This design comes from an exercise in tuning for small area, a short achievable clock period and few clock cycles per item on the open sky130 flow, not from production work.
Where RTL was checked, it was by simulation tests only, not by an equivalence proof against the original.
The RTL of runs 2 and 3 was laid out without a check of its function.
Power is estimated from default activity; no workload was simulated.

### flow/design.v
package bba_pkg;
  localparam int BlockIdW = 11;
  localparam int GrantW   = 10;
  localparam int WordW    = 32;
  localparam int BitIdxW  = 5;
  localparam logic FUNC_ALLOC = 1'b0;
  localparam logic FUNC_FREE  = 1'b1;
  localparam logic [1:0] ST_OK      = 2'd0;
  localparam logic [1:0] ST_NO_FREE = 2'd1;
  localparam logic [1:0] ST_RANGE   = 2'd2;
  typedef enum logic [1:0] {
    CMD_ALLOC  = 2'd0,
    CMD_FREE   = 2'd1,
    CMD_REJECT = 2'd2
  } cmd_kind_e;
  typedef struct packed {
    logic                func;
    logic [BlockIdW-1:0] block_id;
  } in_t;
  typedef struct packed {
    logic [GrantW-1:0] granted_block;
    logic [1:0]        status;
  } out_t;
  typedef struct packed {
    cmd_kind_e           kind;
    logic [BlockIdW-2:0] offset;
  } cmd_t;
endpackage
module bba_front #(
  parameter int TOTAL_BLOCKS = 1024
) (
  input  logic                         clk_i,
  input  logic                         rst_ni,
  input  logic [bba_pkg::BlockIdW-1:0] data_start_i,
  input  logic                         in_valid_i,
  output logic                         in_ready_o,
  input  bba_pkg::in_t                 in_data_i,
  output logic                         cmd_valid_o,
  input  logic                         cmd_ready_i,
  output bba_pkg::cmd_t                cmd_o
);
  localparam int BlockIdW = bba_pkg::BlockIdW;
  localparam int LimW = $clog2(TOTAL_BLOCKS + 1);
  localparam int CmpW = (LimW > BlockIdW) ? LimW : BlockIdW;
  logic          in_range;
  logic [BlockIdW-1:0] offset;
  bba_pkg::cmd_t cmd_d, cmd_q;
  logic          vld_q;
  assign in_range = (in_data_i.block_id >= data_start_i) &&
                    (CmpW'(in_data_i.block_id) < CmpW'(TOTAL_BLOCKS));
  assign offset   = in_data_i.block_id - data_start_i;
  always_comb begin
    cmd_d.offset = offset[BlockIdW-2:0];
    if (in_data_i.func == bba_pkg::FUNC_ALLOC) begin
      cmd_d.kind = bba_pkg::CMD_ALLOC;
    end else if (in_range) begin
      cmd_d.kind = bba_pkg::CMD_FREE;
    end else begin
      cmd_d.kind = bba_pkg::CMD_REJECT;
    end
  end
  assign in_ready_o  = !vld_q || cmd_ready_i;
  assign cmd_valid_o = vld_q;
  assign cmd_o       = cmd_q;
  always_ff @(posedge clk_i or negedge rst_ni) begin
    if (!rst_ni) begin
      vld_q <= 1'b0;
    end else if (in_ready_o) begin
      vld_q <= in_valid_i;
    end
  end
  always_ff @(posedge clk_i) begin
    if (in_valid_i && in_ready_o) begin
      cmd_q <= cmd_d;
    end
  end
endmodule
module bba_cmd_fifo (
  input  logic clk_i,
  input  logic rst_ni,
  input  logic hold_i,         
  input  logic pop_ready_i,    
  input  logic push_valid_i,
  output logic push_ready_o,
  input  bba_pkg::in_t  push_data_i,
  output logic pop_valid_o,
  output bba_pkg::in_t  pop_data_o
);
  bba_pkg::in_t ent_q;
  logic         vld_q;
  logic         push;
  assign push_ready_o = !hold_i && (!vld_q || pop_ready_i);
  assign push         = push_valid_i && push_ready_o;
  assign pop_valid_o  = vld_q;
  assign pop_data_o   = ent_q;
  always_ff @(posedge clk_i or negedge rst_ni) begin
    if (!rst_ni) begin
      vld_q <= 1'b0;
    end else if (push) begin
      vld_q <= 1'b1;
    end else if (pop_ready_i) begin
      vld_q <= 1'b0;
    end
  end
  always_ff @(posedge clk_i) begin
    if (push) begin
      ent_q <= push_data_i;
    end
  end
endmodule
module bba_back (
  input  logic                         clk_i,
  input  logic                         rst_ni,
  input  logic [bba_pkg::BlockIdW-1:0] data_start_i,
  input  logic                         new_valid_i,
  input  bba_pkg::cmd_t                new_cmd_i,
  output logic                         take_o,
  output logic                         clr_busy_o,
  output logic                         out_valid_o,
  input  logic                         out_ready_i,
  output logic [bba_pkg::GrantW+1:0]   out_data_o
);
  localparam int GrantW  = bba_pkg::GrantW;
  localparam int WordW   = bba_pkg::WordW;
  localparam int BitIdxW = bba_pkg::BitIdxW;
  localparam int NWords  = 32;
  localparam int WW      = 5;
  localparam int RespW   = GrantW + 2;
  function automatic logic [NWords-1:0] lowest_one(input logic [NWords-1:0] v);
    logic [NWords-1:0] below;
    below = '0;
    for (int i = 1; i < NWords; i++) begin
      below[i] = below[i-1] | v[i-1];
    end
    lowest_one = v & ~below;
  endfunction
  function automatic logic at_most_one(input logic [31:0] v);
    logic [31:0] any, many;
    any  = v;
    many = '0;
    for (int w = 1; w < 32; w = w * 2) begin
      for (int i = 0; i + w < 32; i = i + 2 * w) begin
        many[i] = many[i] | many[i+w] | (any[i] & any[i+w]);
        any[i]  = any[i] | any[i+w];
      end
    end
    at_most_one = !many[0];
  endfunction
  function automatic logic [WW-1:0] enc32(input logic [31:0] oh);
    logic [WW-1:0] r;
    r = '0;
    for (int i = 0; i < 32; i++) begin
      if (oh[i]) r = r | WW'(i);
    end
    enc32 = r;
  endfunction
  logic [NWords*WordW-1:0] mem_q;
  logic [NWords-1:0]       full_q, full_d;
  logic [NWords-1:0]       first_d;
  logic                    clr_q;
  logic [NWords-1:0]  wvalid, lastw;
  logic [WordW-1:0]   bmask;
  logic [WW-1:0]      lw_idx;
  logic [BitIdxW-1:0] lb_idx;
  assign lw_idx = ~data_start_i[9:5];
  assign lb_idx = ~data_start_i[4:0];
  always_comb begin
    for (int i = 0; i < NWords; i++) begin
      wvalid[i] = !data_start_i[10] && (WW'(i) <= lw_idx);
      lastw[i]  = !data_start_i[10] && (WW'(i) == lw_idx);
    end
    for (int i = 0; i < WordW; i++) begin
      bmask[i] = (BitIdxW'(i) <= lb_idx);
    end
  end
  logic                 go, room, load, is_alloc, is_free;
  logic                 cmd_v_q;
  bba_pkg::cmd_kind_e   kind_q;
  logic [BitIdxW-1:0]   fb_q;
  logic [NWords-1:0]    sel_q, sel_d, we, new_fw_oh;
  logic [WordW-1:0]     fb_oh;
  logic [WordW-1:0]     rdata, rmask, zero_oh, wdata, wdata_op;
  logic                 any_first, is_last, is_last_q, is_last_d, hit, word_full;
  logic [NWords-1:0]    avail, pe_keep, pe_next;
  assign is_alloc = (kind_q == bba_pkg::CMD_ALLOC);
  assign is_free  = (kind_q == bba_pkg::CMD_FREE);
  assign go       = cmd_v_q && room;
  assign take_o   = !clr_q && (!cmd_v_q || room);
  assign load     = new_valid_i && take_o;
  always_comb begin
    for (int i = 0; i < WordW; i++) begin
      fb_oh[i] = (fb_q == BitIdxW'(i));
    end
    for (int i = 0; i < NWords; i++) begin
      new_fw_oh[i] = (new_cmd_i.offset[9:5] == WW'(i));
    end
  end
  logic              use_first, fill;
  logic [NWords-1:0] sel_other, sel_fill, sel_keep;
  always_comb begin
    if (load) begin
      use_first = (new_cmd_i.kind == bba_pkg::CMD_ALLOC);
      sel_other = (new_cmd_i.kind == bba_pkg::CMD_FREE) ? new_fw_oh : '0;
    end else begin
      use_first = is_alloc;
      sel_other = is_alloc ? '0 : sel_q;
    end
  end
  assign fill     = go && is_alloc && word_full;
  assign sel_fill = ({NWords{use_first}} & pe_next) | sel_other;
  assign sel_keep = ({NWords{use_first}} & pe_keep) | sel_other;
  assign sel_d    = fill ? sel_fill : sel_keep;
  always_ff @(posedge clk_i or negedge rst_ni) begin
    if (!rst_ni) begin
      cmd_v_q <= 1'b0;
    end else if (load) begin
      cmd_v_q <= 1'b1;
    end else if (go) begin
      cmd_v_q <= 1'b0;
    end
  end
  always_ff @(posedge clk_i) begin
    if (load) begin
      kind_q <= new_cmd_i.kind;
      fb_q   <= new_cmd_i.offset[4:0];
    end
    sel_q     <= sel_d;
    is_last_q <= is_last_d;
  end
  always_comb begin
    rdata = '0;
    for (int i = 0; i < NWords; i++) begin
      rdata = rdata | (mem_q[i*WordW +: WordW] & {WordW{sel_q[i]}});
    end
  end
  assign any_first = |sel_q;
  assign is_last   = is_last_q;
  assign rmask     = rdata | (is_last ? ~bmask : '0);
  assign zero_oh   = lowest_one(~rmask);
  assign hit       = any_first && !(&rmask);
  assign wdata_op  = is_alloc ? (rdata | zero_oh) : (rdata & ~fb_oh);
  assign word_full = hit && at_most_one(~rdata);
  always_comb begin
    for (int i = 0; i < NWords; i++) begin
      we[i] = clr_q || (go && sel_q[i]);
    end
  end
  assign wdata = wdata_op & {WordW{!clr_q}};
  always_comb begin
    for (int i = 0; i < NWords; i++) begin
      full_d[i] = we[i] ? (!clr_q && is_alloc && word_full) : full_q[i];
    end
  end
  assign avail   = ~full_q & wvalid;
  assign pe_keep = lowest_one(avail | ((go && is_free) ? sel_q : '0));
  assign pe_next = lowest_one(avail & ~sel_q);
  assign first_d = fill ? pe_next : pe_keep;
  assign is_last_d = fill ? |(pe_next & lastw) :
                                                     |(pe_keep & lastw);
  always_ff @(posedge clk_i) begin
    for (int i = 0; i < NWords; i++) begin
      if (we[i]) mem_q[i*WordW +: WordW] <= wdata;
    end
    full_q  <= full_d;
  end
  always_ff @(posedge clk_i or negedge rst_ni) begin
    if (!rst_ni) begin
      clr_q <= 1'b1;
    end else begin
      clr_q <= 1'b0;
    end
  end
  assign clr_busy_o = clr_q;
  logic             res_v_q;
  logic             res_g_q;
  logic [1:0]       res_st_q;
  logic [WW-1:0]    res_w_q;
  logic [BitIdxW-1:0] res_b_q;
  logic [RespW-1:0] resp;
  logic [GrantW-1:0] grant;
  logic [1:0]       cnt_q, cnt_d;
  logic [RespW-1:0] head_q, tail_q;
  logic             push, pop;
  assign push   = res_v_q && (cnt_q != 2'd2);
  assign pop    = (cnt_q != 2'd0) && out_ready_i;
  assign room   = !clr_q && (!res_v_q || (cnt_q != 2'd2));
  always_ff @(posedge clk_i or negedge rst_ni) begin
    if (!rst_ni) begin
      res_v_q <= 1'b0;
    end else if (go) begin
      res_v_q <= 1'b1;
    end else if (push) begin
      res_v_q <= 1'b0;
    end
  end
  always_ff @(posedge clk_i) begin
    if (go) begin
      res_w_q <= enc32(sel_q);
      res_b_q <= enc32(zero_oh);
      res_g_q <= is_alloc && hit;
      if (is_alloc) begin
        res_st_q <= hit ? bba_pkg::ST_OK : bba_pkg::ST_NO_FREE;
      end else if (is_free) begin
        res_st_q <= bba_pkg::ST_OK;
      end else begin
        res_st_q <= bba_pkg::ST_RANGE;
      end
    end
  end
  assign grant = res_g_q ?
                 GrantW'(data_start_i[9:0] + {res_w_q, res_b_q}) : '0;
  assign resp  = {grant, res_st_q};
  always_comb begin
    cnt_d = cnt_q;
    if (push && !pop) cnt_d = cnt_q + 2'd1;
    else if (pop && !push) cnt_d = cnt_q - 2'd1;
  end
  always_ff @(posedge clk_i or negedge rst_ni) begin
    if (!rst_ni) begin
      cnt_q <= 2'd0;
    end else begin
      cnt_q <= cnt_d;
    end
  end
  always_ff @(posedge clk_i) begin
    if (pop) begin
      head_q <= (cnt_q == 2'd2) ? tail_q : resp;
    end else if (push && cnt_q == 2'd0) begin
      head_q <= resp;
    end
    if (push && (cnt_q - 2'(pop)) == 2'd1) begin
      tail_q <= resp;
    end
  end
  assign out_valid_o = (cnt_q != 2'd0);
  assign out_data_o  = head_q;
endmodule
module bitmap_block_allocator_top #(
  parameter int TOTAL_BLOCKS = 1024
) (
  input  logic                clk_i,
  input  logic                rst_ni,
  input  logic                cfg_we_i,
  input  logic [bba_pkg::BlockIdW-1:0] cfg_wdata_i,
  input  logic                in_valid_i,
  output logic                in_ready_o,
  input  logic [bba_pkg::BlockIdW:0]   in_data_i,
  output logic                out_valid_o,
  input  logic                out_ready_i,
  output logic [bba_pkg::GrantW+1:0]   out_data_o
);
  localparam int BlockIdW = bba_pkg::BlockIdW;
  logic [BlockIdW-1:0] data_start_q;
  bba_pkg::in_t        q_req;
  bba_pkg::cmd_t       front_cmd;
  logic                q_valid, q_ready, c_valid, take, clr_busy;
  always_ff @(posedge clk_i or negedge rst_ni) begin
    if (!rst_ni) begin
      data_start_q <= '0;
    end else if (cfg_we_i) begin
      data_start_q <= cfg_wdata_i;
    end
  end
  bba_cmd_fifo u_fifo (
    .clk_i       (clk_i),
    .rst_ni      (rst_ni),
    .hold_i      (clr_busy),
    .pop_ready_i (q_ready),
    .push_valid_i(in_valid_i),
    .push_ready_o(in_ready_o),
    .push_data_i (in_data_i),
    .pop_valid_o (q_valid),
    .pop_data_o  (q_req)
  );
  bba_front #(
    .TOTAL_BLOCKS(TOTAL_BLOCKS)
  ) u_front (
    .clk_i       (clk_i),
    .rst_ni      (rst_ni),
    .data_start_i(data_start_q),
    .in_valid_i  (q_valid),
    .in_ready_o  (q_ready),
    .in_data_i   (q_req),
    .cmd_valid_o (c_valid),
    .cmd_ready_i (take),
    .cmd_o       (front_cmd)
  );
  bba_back u_back (
    .clk_i       (clk_i),
    .rst_ni      (rst_ni),
    .data_start_i(data_start_q),
    .new_valid_i (c_valid),
    .new_cmd_i   (front_cmd),
    .take_o      (take),
    .clr_busy_o  (clr_busy),
    .out_valid_o (out_valid_o),
    .out_ready_i (out_ready_i),
    .out_data_o  (out_data_o)
  );
endmodule
### flow/run.sh
#!/bin/bash
# synth_recipe.tcl (not shown) runs the flow's synth.tcl, then flattens the netlist and writes it again
# the make line also repeats each setting of config.mk as NAME=value (left out here)
make -C /OpenROAD-flow-scripts/flow DESIGN_CONFIG=/design/flow/config.mk WORK_HOME=/design/flow/orfs CLKGATE_MAP_FILE= SYNTH_SCRIPT=/design/flow/synth_recipe.tcl finish
### flow/config.mk
export PLATFORM = sky130hd
export DESIGN_NAME = bitmap_block_allocator_top
export DESIGN_NICKNAME = bitmap_block_allocator_top
export VERILOG_FILES = /design/flow/design.v
export SDC_FILE = /design/flow/constraint.sdc
export NUM_CORES = 4
export LEC_CHECK = 0
export CAP_MARGIN = 20
export CORE_MARGIN = 2
export CORE_UTILIZATION = 50
export CTS_BUF_LIST = sky130_fd_sc_hd__clkbuf_4 sky130_fd_sc_hd__clkbuf_8
export CTS_CLUSTER_DIAMETER = 50
export CTS_CLUSTER_SIZE = 14
export PLACE_DENSITY = 0.65
export SETUP_SLACK_MARGIN = 5.0
export SLEW_MARGIN = 20
### flow/constraint.sdc
create_clock -name core_clock -period 8.5 [get_ports {clk_i}]
set_input_delay 1.7000 -clock core_clock [delete_from_list [all_inputs] [get_ports {clk_i}]]
set_output_delay 1.7000 -clock core_clock [all_outputs]
set_load 0.01 [all_outputs]
==> flow_summary.yaml, run 1 <==
outcome:
  status: "finished clean"
hold_path:
  hp-start: "u_front.cmd_q[4]"
  min_path_type: "flip-flop to flip-flop"
floorplanning:
  fp-row-count: 113
  core_area_mm2: 0.09473
  boundaryPins: 42
  die_width_um: 312.7
  fp.dieH_um: 312.7
  start_util_pct: 50.29
  die_area_mm2: 0.09775
yosys:
  synth_largest_area_cell: "edfxtp_1"
  yosys-top-cells-area: "edfxtp_1, a22oi_1, nand4_1, dfxtp_1, buf_2"
  synth_top_area_share_pct: 70.86
  synthXorXnorAreaFrac_pct: 0.3493
  ys_seq_elements: 1175
  synthArstFlopShare_pct: 1.532
  ys_types: 88
  synthMuxAreaShare_pct: 0.4781
  synth_common_cells: "edfxtp_1, a22oi_1, nand4_1"
  synth_ff_type: "edfxtp_1"
  syn_inst: 3148
  synth_top_family_by_area: "compound AO/OA/AOI/OAI gates"
  synth_compound_gate_area_share_pct: 13.94
  yosysSeqAreaShare_pct: 73.19
  syn_area_mm2: 0.04763
  synthAdderAreaFrac_pct: 0.6619
  synth_most_common_cell: "edfxtp_1"
  synth-edff-count: 1124
  synth_nets: 3200
  synth.yosys.warnings: 4
  avgSynthCellArea_um2: 15.13
  synth-simple-area-share_pct: 8.954
power_and_ir_drop:
  clkPwrFrac_pct: 25.8
  vdd_ir_drop_max_v: 0.0001230
  p_sw_share_pct: 28.67
  p_leak_uw: 0.02056
  p_int_uw: 9788
  p_sw_uw: 3935
  powerDensity_mw_per_mm2: 232.4
  pwr-share-seq_pct: 55.8
  p_comb_share_pct: 18.4
timing:
  final-hold-violation-count: 0
  clock.fmax_mhz: 263.8
  setup_tns_ns: 0
  slew_viol_final: 0
  slew_headroom_pct: 22.95
  skew_ns: 0.03795
  min_period_over_period_pct: 44.60
  min_period_ns: 3.791
  rsz0062_at_grt: "true"
  tightest_slew_ns: 1.148
  setup_viol_count_final: 0
place:
  port_buffers: 41
  dp_hpwl_mm: 99.30
  routabilityCongestion: 1.064
  place_area_mm2: 0.04994
clocking:
  cts_root_buf: "clkbuf_8"
  clock_latency_ns: 0.82
  cts-buffers-inserted: 110
  htree_levels: 3
  cts_tree: "yes"
  cts.sinks: 1175
  cts_buffer_depth: 3
  path_clk_slew_ns: 0.09
routing:
  dr.pass1.iters: 8
  drt-met1-wl_mm: 68.20
  vias: 36660
  met2_length_mm: 85.51
  avgViaCountPerCell: 7.419
  drt-initial-drc-count: 6906
  drc_errors: 0
  top_layer_used: "met5"
  met3_length_mm: 33.26
  ant_nets: 0
  wl_per_cell_um: 41.27
  drt_wl_total_mm: 203.9
setup_path:
  rrSetupSlack_ns: 4.71
  cp_max_fo: 6
  cp.required_ns: 9.13
  cp_slowest_cell: "o211ai_1"
  ff2ff_path_depth: 18
  r2r-start: "u_back.sel_q[8]"
  r2r_end: "u_back.sel_q[21]"
  slowest_delay_ns: 0.49
  endpoint_kind: "flip-flop"
  crit_start: "u_back.sel_q[8]"
  arrival_ns: 4.42
  cp_cell_sequence: "buf_12, buf_6, buf_4, a22oi_2, nand4_1, nor4_4, buf_4, buf_4, o22ai_1, o2111ai_1, nor4_1, nand3_1, nor4_4, buf_6, buf_12, buf_12, buf_6, o211ai_1"
  crit_type: "flip-flop to flip-flop"
  endpoint: "u_back.sel_q[21]"
  cp-start-kind: "flip-flop"
final_layout:
  drive_above_1_share_pct: 28.21
  design_area_mm2: 0.05904
  final_nets: 3655
  syn_to_final_growth_pct: 23.95
run:
  cap_violations: 0
grt:
  grt_max_degree: 48
  grt-ovfl-total: 0
  antenna_found_initial: 5
  grtUsageTotal_pct: 40.19
  grt_pass1_vias: 33620
  grt_pass1_wl_mm: 270.2
worst min path at each step:
| stage | endpoint | slack (ns) | cells past startpoint |
|---|---|---|---|
| floorplan | u_back.fb_q[0] | 0.40 | 0 |
| global placement | u_back.fb_q[0] | 0.41 | 0 |
| detailed placement | u_back.fb_q[0] | 0.41 | 0 |
| CTS | u_back.fb_q[4] | 0.43 | 0 |
| global route | u_back.fb_q[1] | 0.44 | 0 |
| finish | u_back.fb_q[4] | 0.42 | 0 |
repair_timing:
| action | CTS | global route |
|---|---|---|
| pin swaps | 75 | 103 |
| endpoints found under the setup margin | 1037 | 831 |
| buffers inserted | 228 | 92 |
| resized for setup | 332 | 238 |
| gates cloned | 32 | 21 |
| hold buffers | 0 | 0 |
critical path, delay by kind of cell (launching register included):
family / cells / cell delay, ns
AOI/OAI and AO/OA: 4 / 0.82
buffers and inverters: 9 / 1.36
DFF: 1 / 0.43
and+or+nand+nor: 5 / 0.98
cells in the final DEF, fill, tap and decap left out, drive strengths merged, types with 15 or more instances in the layout:
| cell | netlist | final |
|---|---|---|
| dfrtp | 17 | 17 |
| clkdlybuf4s50 | 0 | 39 |
| nor4 | 63 | 63 |
| ha | 22 | 22 |
| nor3 | 62 | 62 |
| and2 | 31 | 31 |
| nand4 | 149 | 149 |
| nand3 | 70 | 70 |
| a21oi | 78 | 78 |
| a21o | 45 | 45 |
| edfxtp | 1124 | 1124 |
| a211oi | 30 | 32 |
| or3 | 15 | 15 |
| dfxtp | 33 | 33 |
| nor2 | 117 | 119 |
| clkinv | 0 | 20 |
| buf | 148 | 480 |
| o211ai | 18 | 18 |
| nor2b | 24 | 24 |
| and3 | 17 | 19 |
| or4 | 16 | 16 |
| nand2 | 132 | 132 |
| clkbuf | 56 | 145 |
| o21ai | 61 | 64 |
| a221oi | 20 | 23 |
| inv | 39 | 46 |
| a22oi | 523 | 523 |
power groups by stage:
stage,logic [µW],registers [µW],clock network (µW)
4_1_cts,2180,7630,3540
3_3_place_gp,1710,7780,0
6_report,2520,7650,3550
3_5_place_dp,1740,7810,0
2_1_floorplan,966,7680,0
5_1_grt,2570,7700,3740
through the flow:
| step | power [µW] | hold WS, ns | instances | utilization (%) | setup WS [ns] |
|---|---|---|---|---|---|
| after floorplan | 8644 | 0.4003 | 3148 | - | 5.006 |
| after global placement | 9485 | 0.4099 | 4382 | 52.69 | 3.095 |
| after detailed placement | 9550 | 0.4110 | 4382 | 52.72 | 3.126 |
| after CTS | 13350 | 0.4306 | 4820 | 59.95 | 4.799 |
| after global routing | 14020 | 0.4410 | 4935 | 62.31 | 4.699 |
| final | 13720 | 0.4225 | 4941 | 62.33 | 4.709 |
routing by layer:
metal | vias to the layer above | track usage (%)
met2 | 3681 | 58.03
met3 | 918 | 14.32
met4 | 4 | 24.48
met5 | - | 0
li1 | 13870 | -
met1 | 18180 | 52.28
flip-flops by register name (all words and copies together), names as in the netlist, 2 cells and up:
name	flops
u_fifo.ent_q	12
u_front.cmd_q	12
u_back.full_q	32
data_start_q	11
u_back.res_b_q	5
u_back.res_w_q	5
u_back.cnt_q	2
u_back.tail_q	12
u_back.fb_q	5
u_back.sel_q	32
u_back.kind_q	2
u_back.head_q	12
u_back.res_st_q	2
u_back.mem_q	1024
cell type report:
class | instances | area [µm²]
fill | 6860 | 35690
clock buffer | 134 | 1732
timing repair buffer | 535 | 6670
multi-input combinational | 1742 | 13400
sequential | 1175 | 35000
inverter | 39 | 157.7
tap | 1265 | 1583
antenna | 7 | 17.52
clock inverter | 44 | 483.0
cells by family (layout without fill, tap and decap cells):
| kind of cell | Yosys count | count (layout) |
|---|---|---|
| compound gates | 906 | 914 |
| other cells | 1 | 8 |
| simple gates | 759 | 763 |
| xor+xnor | 19 | 19 |
| fa+ha+maj | 24 | 24 |
| buf+inv | 243 | 752 |
| mux | 21 | 21 |
| flops | 1175 | 1175 |
Testbench counts, summed over its fixed seeds: cycles 11,248, items 11,200.
==> run 2, diff against run 1 <==
--- a/flow/design.v
+++ b/flow/design.v
@@ -29,49 +29,26 @@
 module bba_front #(
   parameter int TOTAL_BLOCKS = 1024
 ) (
-  input  logic                         clk_i,
-  input  logic                         rst_ni,
   input  logic [bba_pkg::BlockIdW-1:0] data_start_i,
-  input  logic                         in_valid_i,
-  output logic                         in_ready_o,
   input  bba_pkg::in_t                 in_data_i,
-  output logic                         cmd_valid_o,
-  input  logic                         cmd_ready_i,
   output bba_pkg::cmd_t                cmd_o
 );
   localparam int BlockIdW = bba_pkg::BlockIdW;
   localparam int LimW = $clog2(TOTAL_BLOCKS + 1);
   localparam int CmpW = (LimW > BlockIdW) ? LimW : BlockIdW;
-  logic          in_range;
+  logic                in_range;
   logic [BlockIdW-1:0] offset;
-  bba_pkg::cmd_t cmd_d, cmd_q;
-  logic          vld_q;
   assign in_range = (in_data_i.block_id >= data_start_i) &&
                     (CmpW'(in_data_i.block_id) < CmpW'(TOTAL_BLOCKS));
   assign offset   = in_data_i.block_id - data_start_i;
   always_comb begin
-    cmd_d.offset = offset[BlockIdW-2:0];
+    cmd_o.offset = offset[BlockIdW-2:0];
     if (in_data_i.func == bba_pkg::FUNC_ALLOC) begin
-      cmd_d.kind = bba_pkg::CMD_ALLOC;
+      cmd_o.kind = bba_pkg::CMD_ALLOC;
     end else if (in_range) begin
-      cmd_d.kind = bba_pkg::CMD_FREE;
+      cmd_o.kind = bba_pkg::CMD_FREE;
     end else begin
-      cmd_d.kind = bba_pkg::CMD_REJECT;
-    end
-  end
-  assign in_ready_o  = !vld_q || cmd_ready_i;
-  assign cmd_valid_o = vld_q;
-  assign cmd_o       = cmd_q;
-  always_ff @(posedge clk_i or negedge rst_ni) begin
-    if (!rst_ni) begin
-      vld_q <= 1'b0;
-    end else if (in_ready_o) begin
-      vld_q <= in_valid_i;
-    end
-  end
-  always_ff @(posedge clk_i) begin
-    if (in_valid_i && in_ready_o) begin
-      cmd_q <= cmd_d;
+      cmd_o.kind = bba_pkg::CMD_REJECT;
     end
   end
 endmodule
@@ -79,17 +56,17 @@
   input  logic clk_i,
   input  logic rst_ni,
   input  logic hold_i,         
-  input  logic pop_ready_i,    
+  input  logic room_i,         
   input  logic push_valid_i,
   output logic push_ready_o,
-  input  bba_pkg::in_t  push_data_i,
+  input  bba_pkg::cmd_t push_data_i,
   output logic pop_valid_o,
-  output bba_pkg::in_t  pop_data_o
+  output bba_pkg::cmd_t pop_data_o
 );
-  bba_pkg::in_t ent_q;
-  logic         vld_q;
-  logic         push;
-  assign push_ready_o = !hold_i && (!vld_q || pop_ready_i);
+  bba_pkg::cmd_t                ent_q;
+  logic                         vld_q;
+  logic                         push;
+  assign push_ready_o = !hold_i && (!vld_q || room_i);
   assign push         = push_valid_i && push_ready_o;
   assign pop_valid_o  = vld_q;
   assign pop_data_o   = ent_q;
@@ -98,7 +75,7 @@
       vld_q <= 1'b0;
     end else if (push) begin
       vld_q <= 1'b1;
-    end else if (pop_ready_i) begin
+    end else if (room_i) begin
       vld_q <= 1'b0;
     end
   end
@@ -351,9 +328,9 @@
 );
   localparam int BlockIdW = bba_pkg::BlockIdW;
   logic [BlockIdW-1:0] data_start_q;
-  bba_pkg::in_t        q_req;
   bba_pkg::cmd_t       front_cmd;
-  logic                q_valid, q_ready, c_valid, take, clr_busy;
+  bba_pkg::cmd_t       q_cmd;
+  logic                q_valid, take, clr_busy;
   always_ff @(posedge clk_i or negedge rst_ni) begin
     if (!rst_ni) begin
       data_start_q <= '0;
@@ -361,36 +338,30 @@
       data_start_q <= cfg_wdata_i;
     end
   end
+  bba_front #(
+    .TOTAL_BLOCKS(TOTAL_BLOCKS)
+  ) u_front (
+    .data_start_i(data_start_q),
+    .in_data_i   (in_data_i),
+    .cmd_o       (front_cmd)
+  );
   bba_cmd_fifo u_fifo (
     .clk_i       (clk_i),
     .rst_ni      (rst_ni),
     .hold_i      (clr_busy),
-    .pop_ready_i (q_ready),
+    .room_i      (take),
     .push_valid_i(in_valid_i),
     .push_ready_o(in_ready_o),
-    .push_data_i (in_data_i),
+    .push_data_i (front_cmd),
     .pop_valid_o (q_valid),
-    .pop_data_o  (q_req)
-  );
-  bba_front #(
-    .TOTAL_BLOCKS(TOTAL_BLOCKS)
-  ) u_front (
-    .clk_i       (clk_i),
-    .rst_ni      (rst_ni),
-    .data_start_i(data_start_q),
-    .in_valid_i  (q_valid),
-    .in_ready_o  (q_ready),
-    .in_data_i   (q_req),
-    .cmd_valid_o (c_valid),
-    .cmd_ready_i (take),
-    .cmd_o       (front_cmd)
+    .pop_data_o  (q_cmd)
   );
   bba_back u_back (
     .clk_i       (clk_i),
     .rst_ni      (rst_ni),
     .data_start_i(data_start_q),
-    .new_valid_i (c_valid),
-    .new_cmd_i   (front_cmd),
+    .new_valid_i (q_valid),
+    .new_cmd_i   (q_cmd),
     .take_o      (take),
     .clr_busy_o  (clr_busy),
     .out_valid_o (out_valid_o),
--- a/flow/config.mk
+++ b/flow/config.mk
@@ -7,10 +7,10 @@
 export LEC_CHECK = 0
 export CAP_MARGIN = 20
 export CORE_MARGIN = 2
-export CORE_UTILIZATION = 50
+export CORE_UTILIZATION = 40
 export CTS_BUF_LIST = sky130_fd_sc_hd__clkbuf_4 sky130_fd_sc_hd__clkbuf_8
 export CTS_CLUSTER_DIAMETER = 50
 export CTS_CLUSTER_SIZE = 14
-export PLACE_DENSITY = 0.65
+export PLACE_DENSITY = 0.6
 export SETUP_SLACK_MARGIN = 5.0
 export SLEW_MARGIN = 20
==> flow_summary.yaml, run 2 <==
final_layout:
  multiInputGateArea_mm2: 0.01358
  final_cell_mix: "edfxtp_1, a22oi_1, buf_4"
  top_regs: "u_back.mem_q x1024, u_back.full_q x32, u_back.sel_q x32"
  final_nets: 3635
  post-route-util_pct: 49.94
  design_area_mm2: 0.05873
  seqCellArea_mm2: 0.03461
  syn_to_final_growth_pct: 24.23
  drive_above_1_share_pct: 26.77
  regMostFlops: "u_back.mem_q"
  largest_reg_flops: 1024
  layout_commonest_cell: "edfxtp_1"
  nFillCells: 9738
clocking:
  cts_root_buf: "clkbuf_8"
  cts_hold_buffers: 0
  cts.sinks: 1162
  cts_buffer_depth: 3
  cts-buffers-inserted: 112
  cts_tree: "yes"
  clock_latency_ns: 0.86
  path_clk_slew_ns: 0.09
  htree_levels: 3
floorplanning:
  fp.dieH_um: 347.8
  die_area_mm2: 0.1210
  fp-row-count: 126
  start_util_pct: 40.20
  boundaryPins: 42
  die_width_um: 347.8
  core_area_mm2: 0.1176
routing:
  dr.pass1.iters: 8
  top_layer_used: "met4"
  drt-met1-wl_mm: 70.97
  wl_per_cell_um: 38.85
  ant_nets: 0
  met3_length_mm: 30.48
  drc_errors: 0
  drt-initial-drc-count: 7438
  avgViaCountPerCell: 6.972
  vias: 36210
  met2_length_mm: 86.38
  drt_wl_total_mm: 201.8
timing:
  min_period_ns: 3.779
  tightest_slew_ns: 1.165
  slew_headroom_pct: 22.19
  min_period_over_period_pct: 44.46
  setup_tns_ns: 0
  skew_ns: 0.05602
  finalWorstSetupSlack_ns: 4.721
  setup_viol_count_final: 0
  rsz0062_at_grt: "true"
  slew_viol_final: 0
  clock.fmax_mhz: 264.6
  final-hold-violation-count: 0
setup_path:
  arrival_ns: 4.29
  endpoint: "u_back.res_b_q[2]"
  crit_type: "flip-flop to flip-flop"
  r2r_end: "u_back.res_b_q[2]"
  crit_start: "u_back.sel_q[27]"
  cp_max_fo: 13
  endpoint_kind: "flip-flop"
  cp.required_ns: 9.01
  ff2ff_path_depth: 15
  r2r-start: "u_back.sel_q[27]"
  rrSetupSlack_ns: 4.72
  cp-start-kind: "flip-flop"
yosys:
  syn_area_mm2: 0.04728
  yosysSeqAreaShare_pct: 72.93
  synth_nets: 3215
  synth-edff-count: 1112
  synth_top_area_share_pct: 70.63
  synth_common_cells: "edfxtp_1, a22oi_1, nand2_1"
  synth_largest_area_cell: "edfxtp_1"
  synth_most_common_cell: "edfxtp_1"
  syn_inst: 3163
  ys_types: 94
  synth.yosys.warnings: 4
  ys_seq_elements: 1162
  avgSynthCellArea_um2: 14.95
  synth_ff_type: "edfxtp_1"
  synthArstFlopShare_pct: 1.463
  yosys-top-cells-area: "edfxtp_1, a22oi_1, nand4_1, dfxtp_1, nand2_1"
hold_path:
  min_path_type: "flip-flop to flip-flop"
  hp-start: "u_fifo.ent_q[3]"
grt:
  grtUsageTotal_pct: 31.90
  grt_pass1_vias: 32740
  grt-ovfl-total: 0
  grt_pass1_wl_mm: 268.1
  grt_max_degree: 65
  antenna_found_initial: 4
power_and_ir_drop:
  powerDensity_mw_per_mm2: 224.6
  p_leak_uw: 0.02035
  vdd_ir_drop_max_v: 0.0001230
  power_uw: 13190
run:
  cap_violations: 0
outcome:
  status: "finished clean"
place:
  routabilityCongestion: 0.9992
  dp_hpwl_mm: 99.82
  pre_cts_slack_ns: 3.079
  port_buffers: 41
  place_area_mm2: 0.04999
-- run 2: cell types whose count changed in the layout (fill, tap and decap cells not counted), sizes merged, moves of 9 or more --
cell and change:
a22o +9, a22oi -17, a311oi +11, and3 -9, buf -39, edfxtp -12
inv +17, nand2 +17, nand4 -9, nor2 +24, nor4 -14, o21ai -10
-- run 2: report_power, final --
part,internal [µW],leakage (µW),switching (µW),total (µW)
Clock,1600,0.00117,2050,3650
Sequential,7110,0.0119,243,7350
Combinational,767,0.00731,1410,2180
-- run 2: repair_timing --
item,CTS,global route
endpoints found under the setup margin,1066,862
setup buffers,236,46
pin swaps,138,70
resized for setup,388,151
gates cloned,41,21
-- run 2: metal layers --
layer  GRT usage, %  vias to the layer above
li1               -                    13840
met1          42.79                    18150
met2          47.75                     3476
met3          8.068                      742
met4          17.05                        0
met5              0                        -
-- run 2: how the worst min path moves through the flow --
stage / cells after the start / endpoint
finish: 0 / u_back.fb_q[3]
global route: 0 / u_back.fb_q[4]
CTS: 0 / u_back.fb_q[2]
detailed placement: 0 / u_back.fb_q[0]
global placement: 0 / u_back.fb_q[2]
floorplan: 0 / u_back.fb_q[0]
-- run 2: cells by family after synthesis --
kind of cell	Yosys count	synth area share (%)
adder cells (fa/ha/maj)	24	0.6669
multiplexers	22	0.5028
buffers and inverters	252	2.541
AO/OA/AOI/OAI	905	14.11
XOR/XNOR	17	0.3149
AND/OR/NAND/NOR	780	8.934
flip-flops	1162	72.93
other	1	0.007932
-- run 2: cell type report --
class                   instances  share of cell area, %
well taps                    1536                  3.272
flip-flops and latches       1162                  58.92
diodes                          4                0.01704
clock buffers                 129                  2.863
repair buffers                496                  10.49
clock inverters                55                  1.033
multi-input cells            1767                  23.13
inverters                      44                 0.2812
-- run 2: worst max-delay path, stage by stage, from the launching register on --
cell and delay (ns):
dfxtp_4 0.43, buf_16 0.20, a22o_1 0.24, a221oi_2 0.19, nand3_1 0.09, or4_4 0.63
buf_4 0.18, o22ai_4 0.14, nor4b_2 0.07, buf_4 0.19, nand4b_1 0.12, buf_6 0.17
buf_6 0.11, o221ai_1 0.12, nor2_1 0.26, nand4_1 0.27
-- run 2: per-stage QoR --
| stage | hold WS [ns] | std cells |
|---|---|---|
| 3_3_place_gp | 0.4045 | 4653 |
| 2_1_floorplan | 0.4003 | 3163 |
| 4_1_cts | 0.4323 | 5119 |
| 6_report | 0.4299 | 5193 |
| 5_1_grt | 0.4419 | 5190 |
| 3_5_place_dp | 0.4253 | 4658 |
==> run 3, diff against run 2 <==
--- a/flow/config.mk
+++ b/flow/config.mk
@@ -7,10 +7,10 @@
 export LEC_CHECK = 0
 export CAP_MARGIN = 20
 export CORE_MARGIN = 2
-export CORE_UTILIZATION = 40
+export CORE_UTILIZATION = 45
 export CTS_BUF_LIST = sky130_fd_sc_hd__clkbuf_4 sky130_fd_sc_hd__clkbuf_8
 export CTS_CLUSTER_DIAMETER = 50
 export CTS_CLUSTER_SIZE = 14
-export PLACE_DENSITY = 0.6
+export PLACE_DENSITY = 0.65
 export SETUP_SLACK_MARGIN = 5.0
 export SLEW_MARGIN = 20
==> flow_summary.yaml, run 3 <==
yosys:
  synth_largest_area_cell: "edfxtp_1"
  synth-edff-count: 1112
  ys_seq_elements: 1162
  yosysSeqAreaShare_pct: 72.93
  synth_ff_type: "edfxtp_1"
  synth_top_area_share_pct: 70.63
  yosys-top-cells-area: "edfxtp_1, a22oi_1, nand4_1, dfxtp_1, nand2_1"
  synth_most_common_cell: "edfxtp_1"
  avgSynthCellArea_um2: 14.95
  ys_types: 94
  synth_nets: 3215
  synthArstFlopShare_pct: 1.463
  synth.yosys.warnings: 4
  syn_inst: 3163
  syn_area_mm2: 0.04728
  synth_common_cells: "edfxtp_1, a22oi_1, nand2_1"
grt:
  antenna_found_initial: 4
  grtUsageTotal_pct: 35.07
  grt_pass1_wl_mm: 261.4
  grt-ovfl-total: 0
  grt_pass1_vias: 32700
  grt_max_degree: 41
power_and_ir_drop:
  vdd_ir_drop_max_v: 0.0001253
  pwr-share-seq_pct: 57.1
  p_int_uw: 9258
  powerDensity_mw_per_mm2: 225.1
  p_leak_uw: 0.01964
  p_sw_uw: 3591
  p_comb_share_pct: 16.0
  clkPwrFrac_pct: 26.9
  p_sw_share_pct: 27.95
setup_path:
  critical_path.most_common_cell: "buf_12"
  cp.depth: 17
  cp_cell_sequence: "buf_12, buf_16, buf_6, a22oi_1, nand3_1, or4_4, buf_12, o22ai_4, nor4b_4, buf_4, and4_4, a2111oi_4, buf_4, buf_12, buf_12, mux2_4, nand2_4"
  rrSetupSlack_ns: 4.59
  crit_start: "u_back.sel_q[25]"
  crit_type: "flip-flop to flip-flop"
  endpoint_kind: "flip-flop"
  cp.required_ns: 9.23
  r2r-start: "u_back.sel_q[25]"
  cp_num_buf_inv: 8
  endpoint: "u_back.sel_q[29]"
  arrival_ns: 4.64
  cp_slowest_cell: "or4_4"
  r2r_end: "u_back.sel_q[29]"
  ff2ff_path_depth: 17
  slowest_delay_ns: 0.60
  cp-start-kind: "flip-flop"
  cp_max_fo: 7
  cpLargestDelayFamily: "buffers and inverters"
routing:
  dr.pass1.iters: 9
  wl_per_cell_um: 39.31
  drc_errors: 0
  drt_wl_total_mm: 194.2
  drt-initial-drc-count: 6546
  avgViaCountPerCell: 7.113
  vias: 35140
  ant_nets: 0
timing:
  final-hold-violation-count: 0
  min_period_ns: 3.909
  setup_viol_count_final: 0
  tightest_slew_ns: 1.050
  clock.fmax_mhz: 255.8
  slew_viol_final: 0
  setup_tns_ns: 0
  skew_ns: 0.03835
  min_period_over_period_pct: 45.99
  rsz0062_at_grt: "true"
  slew_headroom_pct: 28.19
final_layout:
  post-route-util_pct: 54.98
  final_cell_mix: "edfxtp_1, a22oi_1, buf_4"
  regMostFlops: "u_back.mem_q"
  seqCellArea_mm2: 0.03459
  syn_to_final_growth_pct: 20.71
  top_regs: "u_back.mem_q x1024, u_back.full_q x32, u_back.sel_q x32"
  layout_commonest_cell: "edfxtp_1"
  largest_reg_flops: 1024
  multiInputGateArea_mm2: 0.01341
  drive_above_1_share_pct: 24.15
  nFillCells: 8131
  final_nets: 3547
floorplanning:
  die_area_mm2: 0.1077
  start_util_pct: 45.55
  fp-row-count: 118
  die_width_um: 328.1
  boundaryPins: 42
  fp.dieH_um: 328.1
  core_area_mm2: 0.1038
hold_path:
  hp-start: "u_fifo.ent_q[0]"
  min_path_type: "flip-flop to flip-flop"
place:
  dp_hpwl_mm: 101.3
  port_buffers: 41
  routabilityCongestion: 1.039
clocking:
  cts-buffers-inserted: 110
  cts.sinks: 1162
  clock_latency_ns: 0.82
  path_clk_slew_ns: 0.09
  cts_tree: "yes"
  htree_levels: 3
  cts_root_buf: "clkbuf_8"
  cts_hold_buffers: 0
  cts_buffer_depth: 3
outcome:
  status: "finished clean"
run:
  cap_violations: 0
-- run 3: worst min-delay path by stage --
stage | end | slack, ns | depth (start not counted)
finish | u_back.fb_q[0] | 0.43 | 0
global route | u_back.fb_q[0] | 0.44 | 0
CTS | u_back.fb_q[1] | 0.43 | 0
detailed placement | u_back.fb_q[2] | 0.41 | 0
global placement | u_back.fb_q[1] | 0.40 | 0
floorplan | u_back.fb_q[0] | 0.40 | 0
-- run 3: layer usage --
layer	part of all wire (%)	global-route usage (%)
met3	15	9.903
met4	6.5	18.32
met2	43	52.51
met1	35	46.72
met5	0.0067	0
-- run 3: cells by family (layout without fill, tap and decap cells) --
kind of cell | Yosys count | after routing | synth area share [%]
AO/OA/AOI/OAI | 905 | 914 | 14.11
multiplexers | 22 | 22 | 0.5028
buffers and inverters | 252 | 626 | 2.541
adder cells (fa/ha/maj) | 24 | 24 | 0.6669
XOR/XNOR | 17 | 17 | 0.3149
AND/OR/NAND/NOR | 780 | 787 | 8.934
other | 1 | 8 | 0.007932
flip-flops | 1162 | 1162 | 72.93
-- run 3: timing repair --
action | CTS | global route
gates cloned | 28 | 12
buffers inserted | 159 | 54
pin swaps | 91 | 71
setup endpoints to repair | 1994 | 1123
gates resized for setup | 308 | 178
-- run 3: layout make-up --
class	count	area share, %
Tap cell	1380	3.026
Timing Repair inverter	1	0.008770
Sequential cell	1162	60.61
Timing Repair Buffer	411	8.809
Inverter	44	0.2960
Clock inverter	48	0.8572
Multi-Input combinational cell	1765	23.50
Antenna cell	7	0.03069
Clock buffer	122	2.865
-- run 3: stage by stage --
stage / std cells / worst slack [ns] / hold WS, ns / power [µW] / area [µm²]
2_1_floorplan: 3163 / 4.962 / 0.4003 / 8211 / 47510
3_3_place_gp: 4503 / 3.117 / 0.4028 / 8923 / 49760
3_5_place_dp: 4508 / 3.107 / 0.4055 / 8955 / 49840
4_1_cts: 4865 / 4.751 / 0.4323 / 12610 / 55550
5_1_grt: 4935 / 4.602 / 0.4358 / 13140 / 57060
6_report: 4940 / 4.591 / 0.4281 / 12850 / 57070
-- run 3: power groups by stage --
stage          sequential [µW]  combinational [µW]  clock (µW)
2_1_floorplan             7390                 819           0
3_3_place_gp              7470                1450           0
3_5_place_dp              7490                1470           0
4_1_cts                   7320                1830        3460
5_1_grt                   7380                2110        3650
6_report                  7340                2050        3460

-- separate check: timing with driven ports --
In the flow no input, the clock included, has a driving cell. The finished layouts below were timed again as built, in two steps. Step 1 sets driving cells, clkbuf_16 on the clock port and buf_2 on the other inputs (assumed; they add their load-dependent delay and slew). Step 2, shift: input delay + t, output delay - t, t = (earliest + latest rising clock arrival at the registers) / 2. This alone moves slack from input paths to output paths. a / b / c = no drivers / after step 1 / after step 2; a / b = the first two.
| run | shift t [ns] | slack for setup (ns) | worst hold slack (ns) | worst setup path at the end |
|---|---|---|---|---|
| run 1 | 0.870 | 4.709 / 4.709 / 4.709 | 0.422 / 0.422 / 0.422 | register to register |
| run 2 | 0.897 | 4.721 / 4.721 / 4.288 | 0.430 / 0.430 / 0.430 | input to register |
| run 3 | 0.870 | 4.591 / 4.591 / 4.312 | 0.428 / 0.428 / 0.428 | input to register |
After both steps every run listed still meets setup and hold. The setup slack of run 2, which loses most, moves by 0.000 ns with the drivers and by -0.433 ns with both steps.
